Context: an optimization exercise on an open-source flow, tuned for small area, a short achievable clock period and few clock cycles. The choices shown serve that exercise and are no tape-out recipe. In this exercise RTL edits were held to simulation tests only and were not proved equivalent to the original. No activity file was given, so power comes from the tool's default toggle rates.

**flow/design.v**
```verilog
package rca_pkg;
	typedef struct packed {
		logic [31:0] int_part;
		logic [31:0] frac_part;
	} rca_in_t;
	typedef struct packed {
		logic [6:0] ascii_char;
		logic       last;
	} rca_out_t;
	typedef struct packed {
		logic [4:0] radix;
		logic       int_zero;
	} rca_job_ctl_t;
	localparam logic [4:0] RADIX_RESET = 5'd10;
	localparam logic [4:0] RADIX_MIN   = 5'd2;
	localparam logic [4:0] RADIX_MAX   = 5'd16;
	localparam logic [6:0] DOT_CHAR    = 7'h2E;
	localparam logic [6:0] ZERO_CHAR   = 7'h30;
	localparam logic [6:0] ALPHA_CHAR  = 7'h41;
	function automatic logic [6:0] digit_char(input logic [3:0] d);
		logic [6:0] c;
		if (d < 4'd10) begin
			c = ZERO_CHAR + 7'(d);
		end else begin
			c = ALPHA_CHAR + 7'(d - 4'd10);
		end
		digit_char = c;
	endfunction
endpackage
module radix_conversion_to_ascii #(
	parameter int INT_BITS       = 32,
	parameter int FRAC_BITS      = 32,
	parameter int FRAC_DIGITS    = 10,
	parameter int MAX_INT_DIGITS = 32
) (
	input  logic                clk,
	input  logic                arst_n,
	input  logic                cfg_we,
	input  logic [4:0]          cfg_wdata,
	input  logic                item_valid,
	output logic                item_ready,
	input  logic [63:0]         item_data,    
	output logic                char_valid,
	input  logic                char_ready,
	output logic [7:0]          char_data     
);
	localparam int NF = 14;    
	logic [4:0] rb_q;
	always_ff @(posedge clk or negedge arst_n) begin
		if (!arst_n) begin
			rb_q <= 5'd10;
		end else if (cfg_we) begin
			rb_q <= (cfg_wdata[4:1] == 4'd0) ? 5'd2 : (cfg_wdata[4] && cfg_wdata[3:0] != 4'd0) ? 5'd16 : cfg_wdata;
		end
	end
	logic       m10, m8, m16, ifast, ff16, ff2, ffast, sub4, sub2, sub3;
	logic [3:0] gb;
	assign m10   = (rb_q == 5'd10);
	assign m8    = (rb_q == 5'd8);
	assign ff16  = rb_q[4];
	assign ff2   = (rb_q == 5'd2);
	assign sub4  = ff2;
	assign sub2  = (rb_q == 5'd4);
	assign sub3  = (rb_q == 5'd3);
	assign m16   = ff16 | sub4 | sub2;
	assign ifast = m10 | m8 | m16;
	assign ffast = m10 | m8 | ff16 | ff2;
	assign gb    = sub3 ? 4'd9 : rb_q[3:0];
	function automatic logic [6:0] glyph(input logic [3:0] d);
		case (d)
			4'd0: glyph = 7'h30;  4'd1: glyph = 7'h31;  4'd2: glyph = 7'h32;  4'd3: glyph = 7'h33;
			4'd4: glyph = 7'h34;  4'd5: glyph = 7'h35;  4'd6: glyph = 7'h36;  4'd7: glyph = 7'h37;
			4'd8: glyph = 7'h38;  4'd9: glyph = 7'h39;  4'd10: glyph = 7'h41; 4'd11: glyph = 7'h42;
			4'd12: glyph = 7'h43; 4'd13: glyph = 7'h44; 4'd14: glyph = 7'h45; default: glyph = 7'h46;
		endcase
	endfunction
	function automatic logic [3:0] add3(input logic [3:0] d);
		case (d)
			4'd5: add3 = 4'd8;
			4'd6: add3 = 4'd9;
			4'd7: add3 = 4'd10;
			4'd8: add3 = 4'd11;
			4'd9: add3 = 4'd12;
			default: add3 = d;
		endcase
	endfunction
	function automatic logic [39:0] dstep(input logic [39:0] a, input logic bin);
		logic       c;
		logic [3:0] t;
		c = bin;
		for (int k = 0; k < 10; k++) begin
			t = add3(a[4*k +: 4]);
			dstep[4*k +: 4] = {t[2:0], c};
			c = t[3];
		end
	endfunction
	typedef enum logic [1:0] {C_FREE, C_RUN, C_DONE, C_BUSY} cst_t;
	typedef enum logic [1:0] {O_IDLE, O_INT, O_DOT, O_FRAC} ost_t;
	cst_t            cst_q, cst_nx;
	ost_t            ost_q, ost_nx;
	logic [4*NF-1:0] acc_q;
	logic [3:0]      j_q;     
	logic [1:0]      sp_q;    
	logic [3:0]      ci_q;    
	logic [5:0]      bc_q;    
	logic [2:0]      ch_q;    
	logic [3:0]      fc_q;    
	logic [3:0]      r_q;     
	logic [31:0]     f_q;
	logic            cv_q;
	logic [7:0]      cd_q;
	logic            ir_q;
	logic            slot_free;
	logic            accept;
	logic            int_go;
	logic            first;
	logic [3:0]      fv;
	logic [1:0]      sp_start;
	logic [1:0]      cur_sp;
	logic [1:0]      sub_max;
	logic [3:0]      idig;
	logic [3:0]      fv3;
	logic            int_end;
	logic            int_fin;
	logic            start;
	logic            run_fast;
	logic            run_div;
	logic            iter_last;
	logic [2:0]      chunk_nx;
	logic [4*NF-1:0] acc_it;
	logic            nz_up;
	logic            bc_end;
	logic [35:0]     op_a;
	logic [35:0]     op_b;
	logic [35:0]     sum;
	logic [5:0]      dv;
	logic            dq;
	logic [3:0]      dr;
	logic [4:0]      ms;
	logic            frac_emit;
	logic [3:0]      fdig;
	assign slot_free  = !cv_q || char_ready;
	assign accept     = item_valid && ir_q;
	assign item_ready = ir_q;
	assign char_valid = cv_q;
	assign char_data  = cd_q;
	assign bc_end     = bc_q[5];
	assign first  = (ost_q == O_IDLE);
	assign int_go = (ost_q == O_INT) || (first && accept);
	always_comb begin
		fv = 4'd0;
		for (int k = 0; k < NF; k++) begin
			if (j_q == 4'(k)) fv = acc_q[4*k +: 4];
		end
	end
	always_comb begin
		sp_start = 2'd0;
		if (sub4) sp_start = fv[3] ? 2'd3 : fv[2] ? 2'd2 : fv[1] ? 2'd1 : 2'd0;
		else if (sub2) sp_start = {1'b0, fv[3:2] != 2'd0};
		else if (sub3) sp_start = {1'b0, fv[3] | fv[2] | (fv[1] & fv[0])};
	end
	assign sub_max = sub4 ? 2'd3 : (sub2 || sub3) ? 2'd1 : 2'd0;
	assign cur_sp  = first ? sp_start : sp_q;
	always_comb begin
		case ({cur_sp[0], fv})
			5'h00: fv3 = 4'd0; 5'h01: fv3 = 4'd1; 5'h02: fv3 = 4'd2;
			5'h03: fv3 = 4'd0; 5'h04: fv3 = 4'd1; 5'h05: fv3 = 4'd2;
			5'h06: fv3 = 4'd0; 5'h07: fv3 = 4'd1; 5'h08: fv3 = 4'd2;
			5'h10: fv3 = 4'd0; 5'h11: fv3 = 4'd0; 5'h12: fv3 = 4'd0;
			5'h13: fv3 = 4'd1; 5'h14: fv3 = 4'd1; 5'h15: fv3 = 4'd1;
			5'h16: fv3 = 4'd2; 5'h17: fv3 = 4'd2; 5'h18: fv3 = 4'd2;
			default: fv3 = 4'd0;
		endcase
	end
	always_comb begin
		if (sub4) idig = {3'b000, fv[cur_sp]};
		else if (sub2) idig = cur_sp[0] ? {2'b00, fv[3:2]} : {2'b00, fv[1:0]};
		else if (sub3) idig = fv3;
		else idig = fv;
	end
	assign int_end = (cur_sp == 2'd0) && (j_q == 4'd0);
	assign int_fin = int_go && slot_free && int_end;
	always_comb begin
		chunk_nx = 3'd0;
		for (int c = 1; c <= 10; c++) begin
			if (ci_q == 4'(c)) chunk_nx = item_data[64 - 3*c -: 3];
		end
	end
	always_comb begin
		if (m10) begin
			acc_it = {16'd0, dstep(dstep(dstep(acc_q[39:0], ch_q[2]), ch_q[1]), ch_q[0])};
		end else if (m8) begin
			acc_it = {acc_q[4*NF-5:0], 1'b0, ch_q};
		end else begin
			acc_it = {acc_q[4*NF-4:0], ch_q};
		end
	end
	always_comb begin
		nz_up = 1'b0;
		for (int k = 1; k <= 10; k++) begin
			if (j_q == 4'(k - 1)) nz_up = (acc_it[4*k +: 4] != 4'd0);
		end
	end
	assign run_fast  = (cst_q == C_RUN) && ifast;
	assign run_div   = (cst_q == C_RUN) && !ifast && !bc_end;
	assign iter_last = ifast ? (ci_q == 4'd11) : (bc_end && ci_q == 4'd13);
	assign start = item_valid && !accept
		&& (cst_q == C_FREE || (cst_q == C_BUSY && int_fin))
		&& (ifast || ost_q == O_IDLE);
	assign op_a = (m10 || m8) ? {1'b0, f_q, 3'b000} : ff16 ? {f_q, 4'b0000} : 36'd0;
	assign op_b = (m10 || ff2 || run_div) ? {3'b000, f_q, 1'b0} : 36'd0;
	assign sum  = op_a + op_b + {35'd0, run_div && dq};
	assign dv = {1'b0, r_q, f_q[31]} - {2'b00, gb};
	assign dq = !dv[5];
	assign dr = dq ? dv[3:0] : {r_q[2:0], f_q[31]};
	assign ms = {1'b0, r_q} + (f_q[0] ? {1'b0, rb_q[3:0]} : 5'd0);
	assign frac_emit = (ost_q == O_FRAC) && slot_free && (ffast || bc_end);
	assign fdig      = ffast ? sum[35:32] : r_q;
	always_comb begin
		cst_nx = cst_q;
		ost_nx = ost_q;
		case (cst_q)
			C_FREE: if (start) cst_nx = C_RUN;
			C_RUN:  if (iter_last) cst_nx = C_DONE;
			C_DONE: if (accept) cst_nx = int_fin ? C_FREE : C_BUSY;
			C_BUSY: if (int_fin) cst_nx = start ? C_RUN : C_FREE;
			default: cst_nx = C_FREE;
		endcase
		case (ost_q)
			O_IDLE: if (accept) ost_nx = int_fin ? O_DOT : O_INT;
			O_INT:  if (int_fin) ost_nx = O_DOT;
			O_DOT:  if (slot_free) ost_nx = O_FRAC;
			O_FRAC: if (frac_emit && fc_q == 4'd9) ost_nx = O_IDLE;
			default: ost_nx = O_IDLE;
		endcase
	end
	always_ff @(posedge clk or negedge arst_n) begin
		if (!arst_n) begin
			cst_q <= C_FREE;
			ost_q <= O_IDLE;
			cv_q  <= 1'b0;
			ir_q  <= 1'b0;
		end else begin
			cst_q <= cst_nx;
			ost_q <= ost_nx;
			ir_q  <= (cst_nx == C_DONE) && (ost_nx == O_IDLE);
			if ((int_go || ost_q == O_DOT || frac_emit) && slot_free) begin
				cv_q <= 1'b1;
			end else if (char_ready) begin
				cv_q <= 1'b0;
			end
		end
	end
	always_ff @(posedge clk) begin
		if (start) begin
			acc_q <= {{(4*NF-2){1'b0}}, item_data[63:62]};
			j_q   <= 4'd0;
			ch_q  <= item_data[61:59];
			ci_q  <= ifast ? 4'd2 : 4'd0;
			if (!ifast) begin
				bc_q <= 6'd0;
				r_q  <= 4'd0;
			end
		end else if (run_fast) begin
			acc_q <= acc_it;
			if (nz_up) j_q <= j_q + 4'd1;
			ch_q  <= chunk_nx;
			ci_q  <= ci_q + 4'd1;
		end else if (cst_q == C_RUN) begin
			if (bc_end) begin
				acc_q <= {r_q, acc_q[4*NF-1:4]};
				if (r_q != 4'd0) j_q <= ci_q;
				ci_q  <= ci_q + 4'd1;
				bc_q  <= 6'd0;
				r_q   <= 4'd0;
			end else begin
				r_q   <= dr;
				bc_q  <= bc_q + 6'd1;
			end
		end
		if (int_go) begin
			if (slot_free) begin
				cd_q <= {glyph(idig), 1'b0};
				if (cur_sp != 2'd0) begin
					sp_q <= cur_sp - 2'd1;
				end else if (j_q != 4'd0) begin
					j_q  <= j_q - 4'd1;
					sp_q <= sub_max;
				end
			end else if (first) begin
				sp_q <= sp_start;
			end
		end
		if (accept) begin
			f_q <= item_data[31:0];
		end else if (start && !ifast) begin
			f_q <= item_data[63:32];
		end else if (run_div) begin
			f_q <= sum[31:0];
		end else if (ost_q == O_FRAC && ffast && slot_free) begin
			f_q <= sum[31:0];
		end else if (ost_q == O_FRAC && !ffast && !bc_end) begin
			f_q <= {ms[0], f_q[31:1]};
		end
		if (ost_q == O_DOT && slot_free) begin
			cd_q <= {7'h2E, 1'b0};
			fc_q <= 4'd0;
			bc_q <= 6'd0;
			r_q  <= 4'd0;
		end
		if (ost_q == O_FRAC) begin
			if (frac_emit) begin
				cd_q <= {glyph(fdig), fc_q == 4'd9};
				fc_q <= fc_q + 4'd1;
				bc_q <= 6'd0;
				r_q  <= 4'd0;
			end else if (!ffast && !bc_end) begin
				r_q  <= ms[4:1];
				bc_q <= bc_q + 6'd1;
			end
		end
	end
endmodule
```
**flow/constraint.sdc**
```tcl
create_clock -name core_clock -period 12.0 [get_ports {clk}]
set_input_delay 2.4000 -clock core_clock [delete_from_list [all_inputs] [get_ports {clk}]]
set_output_delay 2.4000 -clock core_clock [all_outputs]
set_load 0.01 [all_outputs]
```
**flow/config.mk**
```make
export PLATFORM = sky130hd
export DESIGN_NAME = radix_conversion_to_ascii
export DESIGN_NICKNAME = radix_conversion_to_ascii
export VERILOG_FILES = /design/flow/design.v
export SDC_FILE = /design/flow/constraint.sdc
export NUM_CORES = 4
export LEC_CHECK = 0
export ABC_AREA = 1
export CAP_MARGIN = 20
export CORE_MARGIN = 2
export CORE_UTILIZATION = 40
export SLEW_MARGIN = 20
```
**flow/run.sh**
```bash
#!/bin/bash
# synth_recipe.tcl (not shown) runs the flow's synth.tcl, then flattens the netlist and writes it again
# the make line also repeats each setting of config.mk as NAME=value (left out here)
make -C /OpenROAD-flow-scripts/flow DESIGN_CONFIG=/design/flow/config.mk WORK_HOME=/design/flow/orfs CLKGATE_MAP_FILE= SYNTH_SCRIPT=/design/flow/synth_recipe.tcl finish
```
==> flow_summary.ini <==
[finish]
ff_latch_area_sq_mm = 0.00317
layout.nets = 2548
final_cell_area_sq_mm = 0.0159
syn2layout_area_growth_pct = 13.0
drive_gt1_share_pct = 4.70
insertedDiodeCount = 0
fill_cells = 3694
multiInputGateArea_sq_mm = 0.00924

[drt]
num_vias = 15780
wl_per_cell_um = 15.8
wirelength_mm = 45.4
wl_met2_mm = 22.0
top_layer_used = met4
wl_met1_mm = 20.0
dr.pass1.iters = 5
drc = 0
via_per_inst = 5.48
ant_nets = 0
drt_iter0_markers = 1017
route.met3.wl_mm = 2.39

[floorplanning]
die_w_um = 192
die_area_sq_mm = 0.0368
coreArea_sq_mm = 0.0346
initial_core_util_pct = 40.7
rows = 68
io_pins = 84
fp.dieH_um = 192

[timing]
worst_hold_slack_ps = 482
period_share_pct = 73.3
finalSetupTns_ps = 0
drv_slew = 0
setup_viol = 0
rsz0062_at_grt = false
worstMarginPinSlew_ps = 1030
max_freq_ghz = 0.114
slew_headroom_pct = 31.0
fin_ws_ps = 3200
finalCriticalPeriod_ps = 8800
finalHoldViolations = 0
finalClockSkew_ps = 18.4

[synth]
synth_most_common_cell = nand2_1
yosys.area.top_type = nand2_1
synth-edff-count = 43
yosys_warnings = 1
synth-seq-cells = 134
synth_area_per_cell_sq_um = 5.96
ys.flop_type = dfxtp_1
synthTopCellsByCount = 569 x nand2_1, 347 x inv_1, 248 x nor2_1
syn-num-nets = 2503
synth.distinct_cells = 60
syn_area_sq_mm = 0.0141
ys_seq_area_share_pct = 22.5
postSynthCellCount = 2367
async_flop_share_pct = 8.21
netlist_top_cells_area = nand2_1 15%, dfxtp_1 11%, inv_1 9.2%
yosys.area.top_type_share_pct = 15.2

[min_path]
hold_path_class = reg -> reg

[clock_tree]
clock_latency_ps = 450
cts_buffer_depth = 2
post_cts_resize_count = 0
postCtsHoldBufs = 0
clk_pin_slew_ps = 70
htreeDepth = 4
cts_setup_buffers = 0
numCtsBuffers = 17
root_buffer = clkbuf_16
cts.sinks = 134
cts_tree = yes

[grt]
grt_max_degree = 91
grt_usage_pct = 24.8
first_global_vias = 14918
antenna_found_initial = 0
grt_overflow = 0
grt_pass1_wl_mm = 73.6

[critical_path]
arrival_ps = 9130
crit_path_start_kind = flip-flop
end_kind = flip-flop
path_common_cell = a21oi_1
worstPathMaxFanout = 35
critPathKind = reg -> reg
worst_path_max_delay_cell = clkinv_1
cp.required_ps = 12330
cpPeakStageDelay_ps = 810

[power]
p_leak_nw = 7.44
power_per_cell_area_mw_per_mm2 = 284
peakVddDrop_mv = 0.135
power_mw = 4.53

[placed_design]
io_buffers = 83
place_area_sq_mm = 0.0153
place_congestion = 0.898
hpwl_mm = 34.2
dp_slack_ps = 3420

[job]
drv_cap = 0

[outcome]
status = finished clean
flip-flops by register name, indices dropped and copies added, names as in the netlist:
name and count:
cst_q 2, ost_q 2, ci_q 4, cd_q 8
acc_q 56, cv_q 1, ch_q 3, ir_q 1
j_q 4, r_q 4, bc_q 6, fc_q 4
rb_q 5, sp_q 2, f_q 32
cell usage in the layout (no fill, tap or decap), types with 59 or more instances in the layout:
master / synthesis / routed
a21oi_1: 145 / 145
clkdlybuf4s50_1: 0 / 83
dfxtp_1: 80 / 80
ha_1: 59 / 59
inv_1: 347 / 347
nand2_1: 569 / 568
nand3_1: 157 / 157
nor2_1: 248 / 246
o21ai_0: 229 / 229
o22ai_1: 100 / 100
where the power goes:
group,switching (mW),internal (mW)
Clock,0.245,0.329
Combinational,2.02,1.03
Sequential,0.185,0.712
Total,2.45,2.07
worst max-delay path, delay by kind of cell, from the launching register on:
kind                     cells  cell delay (ps)
AND/OR/NAND/NOR             14             3260
flip-flops                   1              400
adder cells (fa/ha/maj)      2              460
AO/OA/AOI/OAI               14             2600
buffers and inverters        6             1920
final timing paths:
check                         from  endpoint  slack [ps]  depth (start not counted)
setup / recovery           rb_q[4]   cd_q[2]        3200                         36
hold / removal             cd_q[0]   cd_q[0]         480                          2
hold reg to reg            cd_q[0]   cd_q[0]         480                          2
max in group asynchronous   arst_n  ost_q[1]        9290                          1
setup reg to reg           rb_q[4]   cd_q[2]        3200                         36
min in group asynchronous   arst_n   rb_q[2]        2330                          1
kinds of logic (layout without fill, tap and decap cells):
| kind of cell | after synthesis | count (layout) | synth area share [%] |
|---|---|---|---|
| compound gates | 628 | 628 | 25.8 |
| xor+xnor | 31 | 31 | 1.93 |
| fa+ha+maj | 62 | 62 | 5.66 |
| buf+inv | 438 | 496 | 12.1 |
| flops | 134 | 134 | 22.5 |
| simple gates | 1074 | 1074 | 32.0 |
layer usage:
metal / vias up / global-route usage [%]
met5: - / 0
met4: 0 / 7.99
met3: 69 / 3.56
met2: 404 / 43.8
met1: 7269 / 30.9
li1: 8038 / -
layout make-up:
class                           instances  area share, %
Sequential cell                       134           19.9
Timing Repair Buffer                   98           5.92
Tap cell                              455           3.57
Clock inverter                         12          0.786
Multi-Input combinational cell       1795           58.0
Inverter                              366           8.65
Clock buffer                           20           3.14
stage by stage:
| step | instances | util (%) |
|---|---|---|
| global placement | 2848 | 44.2 |
| detailed placement | 2848 | 44.2 |
| finish | 2880 | 46.0 |
| CTS | 2880 | 46.0 |
| global route | 2880 | 46.0 |
| floorplan | 2367 | - |
Testbench counts, summed over its fixed seeds: cycles 55,307.

[static timing again, ports no longer ideal]
No port has a modelled driver above. Below, the same layout with a new extraction and two added sets of constraints. Step 1, drivers: a clkbuf_16 drives clk and a buf_2 each remaining input, both assumed. Step 2, shift: input delay + t, output delay - t, t = (earliest + latest rising clock arrival at the registers) / 2. This alone moves slack from input paths to output paths. Slacks: ideal / step 1 / step 2; pairs: ideal / step 1.
t, ns: 0.488
slack for setup (ns): 3.199 / 3.199 / 3.199
worst hold slack (ns): 0.482 / 0.482 / 0.482
worst setup path at the end: register to register
latest minus earliest clock arrival (ns): 0.018 / 0.018
After both steps setup and hold are still met in this run. The setup slack of this run moves by 0.000 ns with the drivers and by 0.000 ns with both steps.
